Source: an optimization exercise on an open RTL-to-GDS flow (aim: small area). Production flows keep margins and buffers that such runs may drop. The RTL was checked by simulation tests, not by an equivalence proof against the original design.

==> run C: inputs <==
Design mc_datapath, start of the top module:
module mc_datapath #(
  parameter int unsigned     XLEN     = 32,
  parameter logic [XLEN-1:0] RESET_PC = '0
) (
  input  logic          clk,
  input  logic          reset,
  input  logic [1:0]    ResultSrc,
  input  logic          PCSrc,
  input  logic          ALUSrc,
  input  logic          RegWrite,
  input  logic [1:0]    ImmSrc,
  input  logic [2:0]    ALUControl,
  input  logic          Jalr,
  input  logic          MemRead,
  input  logic          MemWrite,
  output logic [31:0]   Instr,
  output logic          Zero,
  output logic          ALUR31,
  output logic          mem_req,
  output logic          mem_we,
  output logic [XLEN-1:0] mem_addr,
  output logic [XLEN-1:0] mem_wdata,
  input  logic [XLEN-1:0] mem_rdata,
  input  logic          mem_ready,
  output logic [1:0]    state
);
  localparam int SHW = $clog2(XLEN);
  mc_pkg::mc_state_e       cur_st, nxt_st;
  logic [XLEN-1:0] pc, opa, mdr;
  logic [XLEN-1:0] port, imm_ext, alu_res;
  logic [XLEN-1:0] pc_plus4, result;
  logic [19:0]     pc_upper;
  wire st_fetch = (cur_st == mc_pkg::ST_FETCH);
  wire st_exec  = (cur_st == mc_pkg::ST_EXEC);
  wire st_mem   = (cur_st == mc_pkg::ST_MEM);
  wire st_wb    = (cur_st == mc_pkg::ST_WB);
  assign state = cur_st;
  always_comb begin
    imm_ext = '0;
    case (ImmSrc)
      mc_pkg::IMM_I: imm_ext = XLEN'($signed(Instr[31:20]));
      mc_pkg::IMM_S: imm_ext = XLEN'($signed({Instr[31:25], Instr[11:7]}));
      mc_pkg::IMM_B: imm_ext = XLEN'($signed({Instr[31], Instr[7], Instr[30:25], Instr[11:8], 1'b0}));
      mc_pkg::IMM_J: imm_ext = XLEN'($signed({Instr[31], Instr[19:12], Instr[20], Instr[30:21], 1'b0}));
      default: imm_ext = '0;
    endcase
  end
  logic [30:0][XLEN-1:0] rf_q, rf_d;
  logic [30:0]           rf_we;
  logic [31:0]           tsel;      
  logic [31:0][XLEN-1:0] term;
  logic [10:0][XLEN-1:0] part_n;
  logic                  sel_imm;
  assign sel_imm  = (st_exec && ALUSrc) || st_wb;
  for (genvar i = 0; i < 31; i++) begin : g_rf
    assign rf_we[i] = st_wb && RegWrite && (Instr[11:7] == 5'(i + 1));
  ...
Settings: LEC_CHECK=0, CAP_MARGIN=20, CORE_MARGIN=2, CORE_UTILIZATION=65, PLACE_DENSITY=0.75, SETUP_SLACK_MARGIN=0.15, SLEW_MARGIN=20, SYNTH_HIERARCHICAL=1; clock period 12.0 ns.
standard.sh (not shown) runs the stock make flow with config.mk's settings and CLKGATE_MAP_FILE= SYNTH_SCRIPT=/design/flow/synth_recipe.tcl, a recipe that flattens the netlist after the stock synthesis.
==> flow/flow/run.sh <==
#!/bin/bash
# The standard layout (standard.sh, the standard flow's own ORFS flow, synthesis included)
# with a lighter clock tree and lighter port buffers:
# - CTS builds the tree from clkbuf_8 cells, in clusters of up to 16 sinks,
#   and adds no dummy loads
# - buffer_ports gives every input and output port a buf_1
# All of the flow's output goes to standard.log in this folder.
set -e
export CTS_ARGS="-sink_clustering_enable -repair_clock_nets -dont_use_dummy_load -buf_list {sky130_fd_sc_hd__clkbuf_8} -sink_clustering_size 16 -sink_clustering_max_diameter 80"
export BUFFER_PORTS_ARGS="-buffer_cell sky130_fd_sc_hd__buf_1"
bash standard.sh > standard.log 2>&1
==> run E (differences from run C) <==
--- a/flow/design.v
+++ b/flow/design.v
@@ -143,37 +143,24 @@
     end
   end
   assign co = c[NB];
 endmodule
 module mc_zero (
   input  logic        op_sum,
-  input  logic [31:0] sum,
+  input  logic        sum_zero,
   input  logic        op_slt,
   input  logic        slt,
   input  logic        op_sltu,
   input  logic        sltu,
   input  logic [31:0] oth_res,
   output logic        zero
 );
-  assign zero = op_sum  ? (sum == '0) :
+  assign zero = op_sum  ? sum_zero :
                 op_slt  ? ~slt :
                 op_sltu ? ~sltu : (oth_res == '0);
 endmodule
-module mc_inc #(
-  parameter int unsigned W = 30
-) (
-  input  logic [W-1:0] a,
-  output logic [W-1:0] s
-);
-  logic [W:0] c;
-  assign c[0] = 1'b1;
-  for (genvar i = 0; i < W; i++) begin : g_bit
-    assign s[i]   = a[i] ^ c[i];
-    assign c[i+1] = a[i] & c[i];
-  end
-endmodule
 module mc_datapath #(
   parameter int unsigned     XLEN     = 32,
   parameter logic [XLEN-1:0] RESET_PC = '0
 ) (
   input  logic          clk,
   input  logic          reset,
@@ -197,15 +184,16 @@
   input  logic          mem_ready,
   output logic [1:0]    state
 );
   localparam int SHW = $clog2(XLEN);
   mc_pkg::mc_state_e       cur_st, nxt_st;
   logic [XLEN-1:0] pc, opa, mdr;
-  logic [XLEN-1:0] port, imm_ext, alu_res;
-  logic [XLEN-1:0] pc_plus4, result;
+  logic [XLEN-1:0] port, imm_ext, alu_a, alu_res;
+  logic [XLEN-1:0] pc_plus4, pc_next, result;
   logic [19:0]     pc_upper;
+  logic [4:0]      rf_raddr;
   wire st_fetch = (cur_st == mc_pkg::ST_FETCH);
   wire st_exec  = (cur_st == mc_pkg::ST_EXEC);
   wire st_mem   = (cur_st == mc_pkg::ST_MEM);
   wire st_wb    = (cur_st == mc_pkg::ST_WB);
   assign state = cur_st;
   always_comb begin
@@ -221,18 +209,18 @@
   logic [30:0][XLEN-1:0] rf_q, rf_d;
   logic [30:0]           rf_we;
   logic [31:0]           tsel;      
   logic [31:0][XLEN-1:0] term;
   logic [10:0][XLEN-1:0] part_n;
   logic                  sel_imm;
+  assign rf_raddr = st_fetch ? mem_rdata[19:15] : Instr[24:20];
   assign sel_imm  = (st_exec && ALUSrc) || st_wb;
   for (genvar i = 0; i < 31; i++) begin : g_rf
     assign rf_we[i] = st_wb && RegWrite && (Instr[11:7] == 5'(i + 1));
     mc_hold #(.W(XLEN)) u_hold (.we(rf_we[i]), .nwe(~rf_we[i]), .wd(result), .q(rf_q[i]), .d(rf_d[i]));
-    assign tsel[i] = st_fetch ? (mem_rdata[19:15] == 5'(i + 1))
-                              : (!sel_imm && (Instr[24:20] == 5'(i + 1)));
+    assign tsel[i] = !sel_imm && (rf_raddr == 5'(i + 1));
     assign term[i] = rf_q[i];
   end
   assign tsel[31] = sel_imm;
   assign term[31] = imm_ext;
   always_ff @(posedge clk) rf_q <= rf_d;
   for (genvar g = 0; g < 10; g++) begin : g_rd
@@ -245,38 +233,32 @@
   always_comb begin
     port = '0;
     for (int g = 0; g < 11; g++) port = port | ~part_n[g];
   end
   logic            alu_sub, cout, slt, sltu;
   logic [XLEN-1:0] sum;
-  logic [XLEN-1:0] add_y;
+  assign alu_a   = st_wb ? pc : opa;
   assign alu_sub = ALUControl[0] && !st_wb;
-  assign add_y   = port ^ {XLEN{alu_sub}};
-  mc_csa32 u_alu_add (.a(opa), .b(add_y), .ci(alu_sub), .s(sum), .co(cout));
+  mc_csa32 u_alu_add (.a(alu_a), .b(add_y), .ci(alu_sub), .s(sum), .co(cout));
   assign sltu = ~cout;
   assign slt  = (opa[XLEN-1] ^ port[XLEN-1]) ? opa[XLEN-1] : sum[XLEN-1];
   logic            sh_left, sh_fill;
   logic [SHW-1:0]  sh_amt, rot_amt;
   logic [XLEN-1:0] rot1_n, rot2, rot3_n, rot4, rot5_n, sh_mask, sh_res;
   assign sh_left = (Instr[14:12] == 3'b001);
   assign sh_fill = ~sh_left & Instr[30] & opa[XLEN-1];
   assign sh_amt  = port[SHW-1:0];
-  logic [SHW-1:0]  neg_amt;
-  always_comb begin
-    for (int i = 0; i < SHW; i++) neg_amt[i] = sh_amt[i] ^ (|(sh_amt & SHW'((1 << i) - 1)));
-  end
-  assign rot_amt = sh_left ? neg_amt : sh_amt;
+  assign rot_amt = sh_left ? SHW'(-sh_amt) : sh_amt;
   mc_mux2i #(.W(XLEN)) u_rot1 (.s(rot_amt[0]), .a(opa),    .b({opa[0],      opa[31:1]}),      .y_n(rot1_n));
   mc_mux2i #(.W(XLEN)) u_rot2 (.s(rot_amt[1]), .a(rot1_n), .b({rot1_n[1:0], rot1_n[31:2]}),   .y_n(rot2));
   mc_mux2i #(.W(XLEN)) u_rot3 (.s(rot_amt[2]), .a(rot2),   .b({rot2[3:0],   rot2[31:4]}),     .y_n(rot3_n));
   mc_mux2i #(.W(XLEN)) u_rot4 (.s(rot_amt[3]), .a(rot3_n), .b({rot3_n[7:0], rot3_n[31:8]}),   .y_n(rot4));
   mc_mux2i #(.W(XLEN)) u_rot5 (.s(rot_amt[4]), .a(rot4),   .b({rot4[15:0],  rot4[31:16]}),    .y_n(rot5_n));
-  logic [XLEN-1:0] sh_keep;
-  assign sh_keep = {XLEN{1'b1}} << sh_amt;
   always_comb begin
-    for (int i = 0; i < XLEN; i++) sh_mask[i] = sh_left ? sh_keep[i] : sh_keep[XLEN-1-i];
+    for (int i = 0; i < XLEN; i++)
+      sh_mask[i] = sh_left ? (sh_amt <= SHW'(i)) : (sh_amt <= SHW'(XLEN - 1 - i));
   end
   assign sh_res = (~rot5_n & sh_mask) | ({XLEN{sh_fill}} & ~sh_mask);
   logic            op_sum, op_slt, op_sltu;
   logic [XLEN-1:0] oth_res;
   assign op_sum  = (ALUControl[2:1] == 2'b00);
   assign op_slt  = (ALUControl == mc_pkg::ALU_SLT);
@@ -288,41 +270,37 @@
       mc_pkg::ALU_OR:    oth_res = opa | port;
       mc_pkg::ALU_XOR:   oth_res = opa ^ port;
       mc_pkg::ALU_SHIFT: oth_res = sh_res;
       default:           oth_res = '0;
     endcase
   end
-  assign alu_res = (op_sum || st_wb) ? sum :
+  assign alu_res = op_sum  ? sum :
                    op_slt  ? {{(XLEN-1){1'b0}}, slt} :
                    op_sltu ? {{(XLEN-1){1'b0}}, sltu} : oth_res;
-  mc_zero u_zero (.op_sum(op_sum), .sum(sum), .op_slt(op_slt), .slt(slt),
+  logic [XLEN-1:0] add_y, add_p, add_z;
+  logic            sum_zero;
+  assign add_y = port ^ {XLEN{alu_sub}};
+  assign add_p = alu_a ^ add_y;
+  assign add_z = ~(add_p ^ {alu_a[XLEN-2:0] | add_y[XLEN-2:0], alu_sub});
+  assign sum_zero = &add_z;
+  mc_zero u_zero (.op_sum(op_sum), .sum_zero(sum_zero), .op_slt(op_slt), .slt(slt),
                   .op_sltu(op_sltu), .sltu(sltu), .oth_res(oth_res), .zero(Zero));
   assign ALUR31  = op_sum ? sum[XLEN-1] : oth_res[XLEN-1];
   logic unused_co;
-  mc_inc #(.W(XLEN-2)) u_pc_inc (.a(opa[XLEN-1:2]), .s(pc_plus4[XLEN-1:2]));
-  assign pc_plus4[1:0] = opa[1:0];
-  mc_rca #(.W(20)) u_pc_upper (.a(opa[31:12]), .b(Instr[31:12]), .ci(1'b0), .s(pc_upper), .co(unused_co));
-  logic            pc_sel_alu, pc_sel_pc4, pc_sel_hold, pc_sel_hold0;
-  logic [XLEN-1:0] pc_d_n;
-  assign pc_sel_alu   = st_exec || (st_wb && !Jalr && PCSrc);
-  assign pc_sel_pc4   = st_wb && !Jalr && !PCSrc;
-  assign pc_sel_hold0 = !(st_exec || st_wb);
-  assign pc_sel_hold  = pc_sel_hold0 || (st_wb && Jalr);
-  mc_aoi3 #(.W(XLEN-1)) u_pc_d (.s0(pc_sel_alu), .s1(pc_sel_pc4), .s2(pc_sel_hold),
-                                .a0(alu_res[XLEN-1:1]), .a1(pc_plus4[XLEN-1:1]), .a2(pc[XLEN-1:1]),
-                                .y_n(pc_d_n[XLEN-1:1]));
-  mc_aoi3 #(.W(1)) u_pc_d0 (.s0(pc_sel_alu), .s1(pc_sel_pc4), .s2(pc_sel_hold0),
-                            .a0(alu_res[0]), .a1(pc_plus4[0]), .a2(pc[0]), .y_n(pc_d_n[0]));
+  assign pc_plus4 = {pc[XLEN-1:2] + 30'd1, pc[1:0]};
+  mc_rca #(.W(20)) u_pc_upper (.a(pc[31:12]), .b(Instr[31:12]), .ci(1'b0), .s(pc_upper), .co(unused_co));
+  assign pc_next = Jalr  ? {opa[XLEN-1:1], 1'b0} :
+                   PCSrc ? sum : pc_plus4;
   always_comb begin
-    result = pc;
+    result = opa;
     case (ResultSrc)
-      mc_pkg::RES_ALU:   result = pc;
+      mc_pkg::RES_ALU:   result = opa;
       mc_pkg::RES_MDR:   result = mdr;
       mc_pkg::RES_PC4:   result = pc_plus4;
-      mc_pkg::RES_UPPER: result = Instr[5] ? {Instr[31:12], 12'b0} : {pc_upper, opa[11:0]};
-      default:   result = pc;
+      mc_pkg::RES_UPPER: result = Instr[5] ? {Instr[31:12], 12'b0} : {pc_upper, pc[11:0]};
+      default:   result = opa;
     endcase
   end
   always_ff @(posedge clk or negedge reset) begin
     if (!reset) cur_st <= mc_pkg::ST_FETCH;
     else        cur_st <= nxt_st;
   end
@@ -335,13 +313,13 @@
       mc_pkg::ST_WB:    nxt_st = mc_pkg::ST_FETCH;
       default:          nxt_st = mc_pkg::ST_FETCH;
     endcase
   end
   assign mem_req   = reset && (st_fetch || st_mem);
   assign mem_we    = reset && st_mem && MemWrite;
-  assign mem_addr  = pc;
+  assign mem_addr  = st_mem ? opa : pc;
   assign mem_wdata = port;
   logic            ld_ir, ld_mdr;
   logic [XLEN-1:0] ir_d, mdr_d;
   assign ld_ir  = st_fetch && mem_ready;
   assign ld_mdr = st_mem && mem_ready;
   mc_hold #(.W(32))   u_hold_ir  (.we(ld_ir),  .nwe(~ld_ir),  .wd(mem_rdata[31:0]), .q(Instr), .d(ir_d));
@@ -351,16 +329,14 @@
       pc    <= RESET_PC;
       Instr <= mc_pkg::NOP;
       mdr   <= '0;
     end else begin
       Instr <= ir_d;
       mdr   <= mdr_d;
-      pc    <= ~pc_d_n;
+      if (st_wb) pc <= pc_next;
     end
   end
-  logic            opa_hold;
-  logic [XLEN-1:0] opa_d_n;
-  assign opa_hold = !(ld_ir || st_exec);
-  mc_aoi3 #(.W(XLEN)) u_opa_d (.s0(ld_ir), .s1(st_exec), .s2(opa_hold), .a0(port), .a1(pc), .a2(opa),
-                               .y_n(opa_d_n));
-  always_ff @(posedge clk) opa <= ~opa_d_n;
+  always_ff @(posedge clk) begin
+    if (ld_ir)        opa <= port;
+    else if (st_exec) opa <= alu_res;
+  end
 endmodule
==> flow/flow/run.sh (replaced) <==
#!/bin/bash
# Standard layout with a lighter clock tree and port buffers:
# - CTS without dummy loads, with small clock buffers
# - each input and output port gets a buf_1 instead of the default buffer
set -e
export CTS_ARGS="-sink_clustering_enable -repair_clock_nets -dont_use_dummy_load -buf_list {sky130_fd_sc_hd__clkbuf_4 sky130_fd_sc_hd__clkbuf_8}"
export BUFFER_PORTS_ARGS="-buffer_cell sky130_fd_sc_hd__buf_1"
bash standard.sh > standard.log 2>&1
SETUP_SLACK_MARGIN = not set   (was 0.15)
==> run R (differences from run C) <==
--- a/flow/design.v
+++ b/flow/design.v
@@ -78,47 +78,17 @@
   output logic         co
 );
   logic [W:0] c;
   assign c[0] = ci;
   for (genvar i = 0; i < W; i++) begin : g_bit
     assign s[i]   = a[i] ^ b[i] ^ c[i];
-    assign c[i+1] = (a[i] & b[i]) | (c[i] & (a[i] ^ b[i]));
+    assign c[i+1] = (a[i] & b[i]) | (a[i] & c[i]) | (b[i] & c[i]);
   end
   assign co = c[W];
 endmodule
-module mc_csa #(
-  parameter int unsigned W = 32,
-  parameter int unsigned B = 11
-) (
-  input  logic [W-1:0] a,
-  input  logic [W-1:0] b,
-  input  logic         ci,
-  output logic [W-1:0] s,
-  output logic         co
-);
-  localparam int unsigned NB = (W + B - 1) / B;
-  logic [NB:0] c;
-  assign c[0] = ci;
-  for (genvar k = 0; k < NB; k++) begin : g_blk
-    localparam int unsigned LO = k * B;
-    localparam int unsigned WB = (LO + B <= W) ? B : W - LO;
-    if (k == 0) begin : g_first
-      mc_rca #(.W(WB)) u_add (.a(a[LO +: WB]), .b(b[LO +: WB]), .ci(c[0]),
-                              .s(s[LO +: WB]), .co(c[1]));
-    end else begin : g_sel
-      logic [WB-1:0] s0, s1;
-      logic          c0, c1;
-      mc_rca #(.W(WB)) u_add0 (.a(a[LO +: WB]), .b(b[LO +: WB]), .ci(1'b0), .s(s0), .co(c0));
-      mc_rca #(.W(WB)) u_add1 (.a(a[LO +: WB]), .b(b[LO +: WB]), .ci(1'b1), .s(s1), .co(c1));
-      assign s[LO +: WB] = c[k] ? s1 : s0;
-      assign c[k+1]      = c[k] ? c1 : c0;
-    end
-  end
-  assign co = c[NB];
-endmodule
-module mc_csa32 (
+module mc_cia32 (
   input  logic [31:0] a,
   input  logic [31:0] b,
   input  logic        ci,
   output logic [31:0] s,
   output logic        co
 );
@@ -130,23 +100,44 @@
   for (genvar k = 0; k < NB; k++) begin : g_blk
     localparam int unsigned LO = LOS[6*k +: 6];
     localparam int unsigned WB = WBS[6*k +: 6];
     if (k == 0) begin : g_first
       mc_rca #(.W(WB)) u_add (.a(a[LO +: WB]), .b(b[LO +: WB]), .ci(c[0]),
                               .s(s[LO +: WB]), .co(c[1]));
-    end else begin : g_sel
-      logic [WB-1:0] s0, s1;
-      logic          c0, c1;
-      mc_rca #(.W(WB)) u_add0 (.a(a[LO +: WB]), .b(b[LO +: WB]), .ci(1'b0), .s(s0), .co(c0));
-      mc_rca #(.W(WB)) u_add1 (.a(a[LO +: WB]), .b(b[LO +: WB]), .ci(1'b1), .s(s1), .co(c1));
-      assign s[LO +: WB] = c[k] ? s1 : s0;
-      assign c[k+1]      = c0 | (c1 & c[k]);    
+    end else begin : g_inc
+      logic [WB-1:0] s0, ones;    
+      logic          c0;
+      mc_rca0 #(.W(WB)) u_add (.a(a[LO +: WB]), .b(b[LO +: WB]), .s(s0), .co(c0));
+      assign ones[0] = 1'b1;
+      for (genvar i = 1; i < WB; i++) begin : g_ones
+        assign ones[i] = ones[i-1] & s0[i-1];
+      end
+      logic [WB-1:0] flip;
+      mc_and_bc #(.W(WB)) u_flip (.s(c[k]), .a(ones), .y(flip));
+      mc_xor    #(.W(WB)) u_sum  (.a(s0), .b(flip), .y(s[LO +: WB]));
+      assign c[k+1]      = c0 | (c[k] & ones[WB-1] & s0[WB-1]);
     end
   end
   assign co = c[NB];
 endmodule
+module mc_rca0 #(
+  parameter int unsigned W = 32
+) (
+  input  logic [W-1:0] a,
+  input  logic [W-1:0] b,
+  output logic [W-1:0] s,
+  output logic         co
+);
+  logic [W:0] c;
+  assign c[0] = 1'b0;
+  for (genvar i = 0; i < W; i++) begin : g_bit
+    assign s[i]   = a[i] ^ b[i] ^ c[i];
+    assign c[i+1] = (a[i] & b[i]) | (a[i] & c[i]) | (b[i] & c[i]);
+  end
+  assign co = c[W];
+endmodule
 module mc_zero (
   input  logic        op_sum,
   input  logic [31:0] sum,
   input  logic        op_slt,
   input  logic        slt,
   input  logic        op_sltu,
@@ -168,12 +159,30 @@
   assign c[0] = 1'b1;
   for (genvar i = 0; i < W; i++) begin : g_bit
     assign s[i]   = a[i] ^ c[i];
     assign c[i+1] = a[i] & c[i];
   end
 endmodule
+module mc_and_bc #(
+  parameter int unsigned W = 32
+) (
+  input  logic         s,
+  input  logic [W-1:0] a,
+  output logic [W-1:0] y
+);
+  assign y = a & {W{s}};
+endmodule
+module mc_xor #(
+  parameter int unsigned W = 32
+) (
+  input  logic [W-1:0] a,
+  input  logic [W-1:0] b,
+  output logic [W-1:0] y
+);
+  assign y = a ^ b;
+endmodule
 module mc_datapath #(
   parameter int unsigned     XLEN     = 32,
   parameter logic [XLEN-1:0] RESET_PC = '0
 ) (
   input  logic          clk,
   input  logic          reset,
@@ -248,13 +257,13 @@
   end
   logic            alu_sub, cout, slt, sltu;
   logic [XLEN-1:0] sum;
   logic [XLEN-1:0] add_y;
   assign alu_sub = ALUControl[0] && !st_wb;
   assign add_y   = port ^ {XLEN{alu_sub}};
-  mc_csa32 u_alu_add (.a(opa), .b(add_y), .ci(alu_sub), .s(sum), .co(cout));
+  mc_cia32 u_alu_add (.a(opa), .b(add_y), .ci(alu_sub), .s(sum), .co(cout));
   assign sltu = ~cout;
   assign slt  = (opa[XLEN-1] ^ port[XLEN-1]) ? opa[XLEN-1] : sum[XLEN-1];
   logic            sh_left, sh_fill;
   logic [SHW-1:0]  sh_amt, rot_amt;
   logic [XLEN-1:0] rot1_n, rot2, rot3_n, rot4, rot5_n, sh_mask, sh_res;
   assign sh_left = (Instr[14:12] == 3'b001);
==> flow/flow/run.sh (replaced) <==
#!/bin/bash
set -e
rm -rf orfs_scripts
cp -r "$FLOW_HOME/scripts" orfs_scripts
cp flow/abc_area_delay.script orfs_scripts/abc_speed.script
export SCRIPTS_DIR="$PWD/orfs_scripts"
export CTS_ARGS="-sink_clustering_enable -repair_clock_nets -dont_use_dummy_load -buf_list {sky130_fd_sc_hd__clkbuf_8} -sink_clustering_size 14 -sink_clustering_max_diameter 80"
export BUFFER_PORTS_ARGS="-buffer_cell sky130_fd_sc_hd__buf_1"
bash standard.sh > standard.log 2>&1
==> flow/flow/abc_area_delay.script (new file) <==
strash
&get -n
&fraig -x
&put
scorr
dc2
strash
&get -n
&dch -f
&nf -D 12000
&put
buffer
upsize -D 12000
dnsize -D 12000
SETUP_SLACK_MARGIN = 0.05   (was 0.15)
==> results.txt <==
- Run E finished with timing, DRC and antenna clean. Run R completed with no timing, DRC or antenna violations. Run C completed with no timing, DRC or antenna violations.
- The highest die area belongs to run E, the lowest to run R.
- Critical path depth: run C > run E > run R.
- In register-to-register slack, run E and run R hardly differ.
- Clock skew, highest first: run C, run E, run R.
- Worst setup slack, highest first: run R, run C, run E.
- In run E the utilization is higher than in run C, by 1.7 points.
- Maximum frequency: run R is higher than run C (1.3%).

-- what the ideal ports hide --
The results above use ideal ports. As a check the final layouts listed here were re-extracted and re-timed, cells and wires unchanged. Step 1 assumes that a clkbuf_16 drives the clock port and a buf_2 every other input. Step 2 moves the port delays by t, midway between the first and last clock arrival at a register: inputs arrive t later, outputs are due t later. That takes back most of the time a late clock gives input paths. Slacks: ideal / step 1 / step 2; pairs: ideal / step 1.
run | t (ns) | setup slack, ns | hold WS [ns] | clock arrival spread, ns | worst register clock-pin slew, ns
run C | 0.790 | 0.202 / 0.160 / 0.160 | 0.479 / 0.479 / 0.479 | 0.111 / 0.111 | 0.12 / 0.12
run E | 0.891 | 0.186 / 0.159 / 0.159 | 0.470 / 0.470 / 0.470 | 0.098 / 0.098 | 0.07 / 0.07
run R | 0.786 | 0.359 / 0.304 / 0.304 | 0.473 / 0.473 / 0.473 | 0.083 / 0.083 | 0.11 / 0.11
After both steps every run listed still meets setup and hold. For run R, which loses most, drivers alone change the setup slack by -0.055 ns; drivers and shift together by -0.055 ns.
